Source: an optimization exercise on an open RTL-to-GDS flow (aim: small area). Production flows keep margins and buffers that such runs may drop. Function was checked by simulation only, so behaviour that the tests miss may differ from the original. Power is estimated from default activity; no workload was simulated. The flow treats the clock pin as an ideal source, which a real chip does not have.

== try-quartz ==
## otp_svc_top
module otp_svc_top (
  input  logic                     clk,
  input  logic                     cptra_rst_b,
  input  logic                     cmd_valid_i,
  input  logic [15:0]              cmd_i,
  input  logic                     prog_we_i,
  input  logic [4:0]               prog_addr_i,
  input  logic [16-1:0]   prog_data_i,
  input  logic [4:0]               rd_addr_i,
  input  logic                     clk_byp_ack_i,
  output logic [16-1:0]   rd_data_o,
  output logic [7-1:0] locked_map_o,
  output logic [7-1:0] fault_map_o,
  output logic                     lc_rst_b_o,
  output logic [11:0]              clk_sel_o,
  output logic                     ext_clk_req_o,
  output logic                     clk_switch_o,
  output logic [1:0]               esc_o
);
  localparam int NP = 7;
  localparam int W  = 16;
  logic [3:0] op;
  logic       fault_cmd, accept, release_cmd;
  assign op          = cmd_i[15:12];
  assign fault_cmd   = cmd_valid_i && (op == 4'h1 || op == 4'h2);
  assign release_cmd = cmd_valid_i && (op == 4'h3);
  logic fault_active_q, inject_q, release_q, inject_d_q, release_d_q;
  logic kind_q;
  assign accept = fault_cmd && !fault_active_q;
  always_ff @(posedge clk or negedge cptra_rst_b) begin
    if (!cptra_rst_b) begin
      fault_active_q <= 1'b0;
  ...
Size in the first run: about 620 flip-flops, ~94 I/O pins.
Settings: LEC_CHECK=0, CAP_MARGIN=5, CORE_MARGIN=2, CORE_UTILIZATION=60, GPL_TIMING_DRIVEN=0, SLEW_MARGIN=5; clock period 5.0 ns.
standard.sh (not shown) runs the stock make flow with config.mk's settings and CLKGATE_MAP_FILE= SYNTH_SCRIPT=/design/flow/synth_recipe.tcl, a recipe that flattens the netlist after the stock synthesis.
==> flow/flow/run.sh <==
#!/bin/bash
# The standard layout (standard.sh) with these changes:
#  - synthesis maps the logic with an area-oriented ABC script (flow/area.abc),
#    through flow/synth_area.tcl (synth_recipe.tcl with only ABC's script swapped)
#  - the read mux AND-OR-invert groups (modules otp_ao222, otp_ao22) are mapped on their own
#    (SYNTH_KEEP_MODULES), then flattened by the script as in synth_recipe.tcl
#  - ports are buffered with the smallest buffer
#  - CTS uses small clock buffers and no dummy loads
# Every tool's output goes to flow.log here; ORFS keeps per-step logs in orfs/logs.
set -euo pipefail
W=$(pwd)
export AREA_ABC_SCRIPT=$W/flow/area.abc
EXTRA="AREA_ABC_SCRIPT=$W/flow/area.abc SYNTH_KEEP_MODULES='otp_ao222 otp_ao22'"
EXTRA+=" BUFFER_PORTS_ARGS='-buffer_cell sky130_fd_sc_hd__buf_1'"
EXTRA+=" CTS_ARGS='-sink_clustering_enable -repair_clock_nets -dont_use_dummy_load -sink_clustering_size 14 -sink_clustering_max_diameter 70 -buf_list {sky130_fd_sc_hd__clkbuf_8}'"
sed -e "s|SYNTH_SCRIPT=[^ ]*|SYNTH_SCRIPT=$W/flow/synth_area.tcl|" \
    -e "s|\"\${@:-finish}\"|$EXTRA \"\${@:-finish}\"|" standard.sh > standard_area.sh
cat standard_area.sh > standard_area.log
bash standard_area.sh "${FLOW_TARGET:-finish}" > flow.log 2>&1
==> flow/flow/area.abc <==
&get -n
&st
&dc2
&dch
&nf -R 1000
&put
topo
stime -c
buffer -c
upsize -c
dnsize -c
==> flow/flow/synth_area.tcl <==
# synth_recipe.tcl with ABC's mapping script replaced by an area-oriented one
proc synth {args} { yosys synth -nofsm -noshare {*}$args }
proc abc {args} {
  set i [lsearch -exact $args -script]
  if { $i >= 0 } { lset args [expr {$i + 1}] $::env(AREA_ABC_SCRIPT) }
  yosys abc {*}$args
}
source $::env(SCRIPTS_DIR)/synth.tcl
# left out here: clear keep_hierarchy, flatten, clean up, hide names made inside functions, write 1_2_yosys.v
Per the final summary, try-quartz finished and its layout is clean on timing, DRC and antenna.
## Diff of input files: try-amber against try-quartz
-- flow/flow/run.sh --
<<< try-quartz, line 6
#    (SYNTH_KEEP_MODULES), then flattened by the script as in synth_recipe.tcl
#  - ports are buffered with the smallest buffer
>>> try-amber, line 6
#    (SYNTH_KEEP_MODULES), then flattened by the script as in synth_recipe.tcl
#  - before repair_design, gates whose outputs break the slew limit are upsized
#    within their family (flow/upsize.tcl), instead of being buffered
#  - ports are buffered with the smallest buffer
<<< try-quartz, line 13
EXTRA="AREA_ABC_SCRIPT=$W/flow/area.abc SYNTH_KEEP_MODULES='otp_ao222 otp_ao22'"
EXTRA+=" BUFFER_PORTS_ARGS='-buffer_cell sky130_fd_sc_hd__buf_1'"
EXTRA+=" CTS_ARGS='-sink_clustering_enable -repair_clock_nets -dont_use_dummy_load -sink_clustering_size 14 -sink_clustering_max_diameter 70 -buf_list {sky130_fd_sc_hd__clkbuf_8}'"
sed -e "s|SYNTH_SCRIPT=[^ ]*|SYNTH_SCRIPT=$W/flow/synth_area.tcl|" \
>>> try-amber, line 15
EXTRA="AREA_ABC_SCRIPT=$W/flow/area.abc SYNTH_KEEP_MODULES='otp_ao222 otp_ao22'"
EXTRA+=" PRE_RESIZE_TCL=$W/flow/upsize.tcl"
EXTRA+=" BUFFER_PORTS_ARGS='-buffer_cell sky130_fd_sc_hd__buf_1'"
EXTRA+=" CTS_ARGS='-sink_clustering_enable -repair_clock_nets -dont_use_dummy_load -sink_clustering_size 30 -sink_clustering_max_diameter 100 -buf_list {sky130_fd_sc_hd__clkbuf_16}'"
sed -e "s|SYNTH_SCRIPT=[^ ]*|SYNTH_SCRIPT=$W/flow/synth_area.tcl|" \
==> flow/flow/area.abc <==
&get -n
&st
&dc2
&dch
&nf -R 1000
&put
==> flow/flow/upsize.tcl (new file) <==
proc upsize_violating_drivers { {margin 0.95} {maxgrow 1e9} } {
  set db [ord::get_db]
  set n 0
  for {set pass 0} {$pass < 4} {incr pass} {
    set changed 0
    foreach inst [[ord::get_db_block] getInsts] {
      set m [[$inst getMaster] getName]
      if {![regexp {^(sky130_fd_sc_hd__[a-z0-9]+)_([0-9]+)$} $m -> base sz]} continue
      if {[regexp {clkbuf|clkinv|df|conb|tap|fill|decap|dly|probe|lpflow} $base]} continue
      set sinst [sta::find_instance [$inst getName]]
      foreach it [$inst getITerms] {
        if {![$it isOutputSignal] || [$it getNet] == "NULL"} continue
        set pin [get_pins -of_objects [get_cells [$inst getName]] -filter "direction == output"]
        set bad 0
        foreach p $pin {
          set s [expr {max([get_property $p slew_max_rise],[get_property $p slew_max_fall])}]
          if {$s > 1.5 * $margin} { set bad 1 }
        }
        if {!$bad} continue
        foreach s {2 4 6 8} {
          if {$s <= $sz} continue
          set nm [$db findMaster ${base}_$s]
          if {$nm == "NULL"} continue
          set om [$inst getMaster]
          if {[expr {([$nm getWidth] - [$om getWidth]) * [$nm getHeight] / 1e6}] > $maxgrow} break
          $inst swapMaster $nm; incr n; set changed 1; break
        }
        break
      }
    }
    if {!$changed} break
  }
  puts "upsized $n drivers"
}

estimate_parasitics -placement
upsize_violating_drivers 0.85
Results
try-amber | stages: all done | timing, DRC, antenna: all pass. try-quartz | stages: all done | timing, DRC, antenna: all pass. Diff try-quartz -> try-amber: placement row count down about 1.4%, final-layout fill cell count fell 39, minimum setup slack in the final design moved down, post-route clock period utilization grew by 9.8 points, wire length per cell after detailed routing essentially unchanged. [try-amber] total power of the final layout fell 160 µW relative to try-quartz. Of try-quartz and try-amber, the run reporting the higher critical path depth was try-quartz. Going from try-quartz to try-amber, post-layout minimum cycle time rose by 490 ps, final core utilization fell by 1.1 points, placer congestion estimate fell by about 7%.
The following lists how try-ember was set up differently from try-amber:
-- flow/flow/run.sh --
<<< try-amber, line 17
EXTRA+=" BUFFER_PORTS_ARGS='-buffer_cell sky130_fd_sc_hd__buf_1'"
EXTRA+=" CTS_ARGS='-sink_clustering_enable -repair_clock_nets -dont_use_dummy_load -sink_clustering_size 30 -sink_clustering_max_diameter 100 -buf_list {sky130_fd_sc_hd__clkbuf_16}'"
sed -e "s|SYNTH_SCRIPT=[^ ]*|SYNTH_SCRIPT=$W/flow/synth_area.tcl|" \
>>> try-ember, line 17
EXTRA+=" BUFFER_PORTS_ARGS='-buffer_cell sky130_fd_sc_hd__buf_1'"
EXTRA+=" CTS_ARGS='-sink_clustering_enable -repair_clock_nets -dont_use_dummy_load -sink_clustering_size 14 -sink_clustering_max_diameter 70 -buf_list {sky130_fd_sc_hd__clkbuf_8}'"
sed -e "s|SYNTH_SCRIPT=[^ ]*|SYNTH_SCRIPT=$W/flow/synth_area.tcl|" \
==> run summary <==
- Between try-ember and try-amber, it is try-ember whose switching power as a share of total power is higher, by 0.71 points.
- The time the worst path needs with I/O delays and setup in try-ember was lower than what try-amber gave.
- There was hardly any difference in power of the combinational group between try-ember and try-amber.
- Going from try-amber to try-ember, the utilization was found to have gone up by 0.25 points.
- Comparing try-amber and try-ember, the lower first-iteration DRC count is on try-ember.
- Share of the cycle needed by the critical path after routing | try-ember below try-amber
- In try-ember relative to try-amber, design area had gone up slightly.
- Compared to try-amber, the router laid down more metal wire for try-ember.
- In try-ember, the aggregate global-route resource usage came out 0.62 points above the value in try-amber.


otp_svc_top, a different RTL version from the one above (not shown whole).
Size: roughly 620 flip-flops, roughly 94 I/O pins, roughly 25000 µm² of cells after synthesis.
==> flow/design.v (excerpt) <==
module otp_svc_top (
  input  logic                     clk,
  input  logic                     cptra_rst_b,
  input  logic                     cmd_valid_i,
  input  logic [15:0]              cmd_i,
  input  logic                     prog_we_i,
  input  logic [4:0]               prog_addr_i,
  input  logic [16-1:0]   prog_data_i,
  input  logic [4:0]               rd_addr_i,
  input  logic                     clk_byp_ack_i,
  output logic [16-1:0]   rd_data_o,
  output logic [7-1:0] locked_map_o,
  output logic [7-1:0] fault_map_o,
  output logic                     lc_rst_b_o,
  output logic [11:0]              clk_sel_o,
  output logic                     ext_clk_req_o,
  output logic                     clk_switch_o,
  output logic [1:0]               esc_o
);
==> flow/config.mk <==
export PLATFORM = sky130hd
export DESIGN_NAME = otp_svc_top
export DESIGN_NICKNAME = otp_svc_top
export VERILOG_FILES = /design/flow/design.v
export SDC_FILE = /design/flow/constraint.sdc
export NUM_CORES = 4
export LEC_CHECK = 0
export CAP_MARGIN = 20
export CORE_MARGIN = 2
export CORE_UTILIZATION = 40
export SLEW_MARGIN = 20
==> flow/constraint.sdc <==
create_clock -name core_clock -period 5.0 [get_ports {clk}]
set_input_delay 1.0000 -clock core_clock [delete_from_list [all_inputs] [get_ports {clk}]]
set_output_delay 1.0000 -clock core_clock [all_outputs]
set_load 0.01 [all_outputs]
run.sh (not shown) runs the stock make flow with config.mk's settings and CLKGATE_MAP_FILE= SYNTH_SCRIPT=/design/flow/synth_recipe.tcl, a recipe that flattens the netlist after the stock synthesis.
Stock flow here: none of the scripts above is used.
The first run went through all stages and came out clean.
==> next run, changes <==
- CTS_BUF_LIST: unset -> sky130_fd_sc_hd__clkbuf_4 sky130_fd_sc_hd__clkbuf_8
The changed run produced a clean layout.
Fmax grows by 5.8%.
Total power came out lower by 1.8%.
Combinational power is about the same.
Routed wire length is higher by 1.3%.
Cell area stays flat.
Hold slack hardly moves.
Via count rose by 2.2%.
Synthesized cell count is unchanged.
Utilization is about the same.
Worst setup slack is better by 0.24 ns.
Register-to-register slack is better by 0.02 ns.

==> afterwards: timing with drivers on the ports <==
The results above use ideal ports. As a check the final layouts listed here were re-extracted and re-timed, cells and wires unchanged. Step 1 (the two cells are an assumption about what drives the block):
set clk [get_ports {clk}]
set_driving_cell -lib_cell sky130_fd_sc_hd__clkbuf_16 $clk
set_driving_cell -lib_cell sky130_fd_sc_hd__buf_2 [delete_from_list [all_inputs] $clk]
Step 2, shift: input delay + t, output delay - t, t = (earliest + latest rising clock arrival at the registers) / 2. This alone moves slack from input paths to output paths. Three values: ideal, step 1, step 2; two values: the first two.
| run | shift t [ns] | setup slack, ns | hold WS [ns] | worst slew at a driven data input, ns |
|---|---|---|---|---|
| try-quartz | 0.675 | 1.557 / 1.546 / 0.871 | 0.355 / 0.330 / 0.361 | 0.11 |
| try-amber | 0.615 | 1.069 / 1.093 / 0.478 | 0.364 / 0.364 / 0.364 | 0.09 |
| try-ember | 0.675 | 1.126 / 1.150 / 0.475 | 0.357 / 0.357 / 0.357 | 0.09 |
| the first run of note 2 | 0.651 | 0.649 / 0.677 / 0.026 | 0.351 / 0.351 / 0.351 | 0.04 |
| the second run of note 2 | 0.754 | 0.886 / 0.911 / 0.157 | 0.352 / 0.352 / 0.352 | 0.04 |
After both steps setup and hold are still met in every run listed. For the second run of note 2, which loses most, drivers alone change the setup slack by +0.025 ns; drivers and shift together by -0.729 ns.
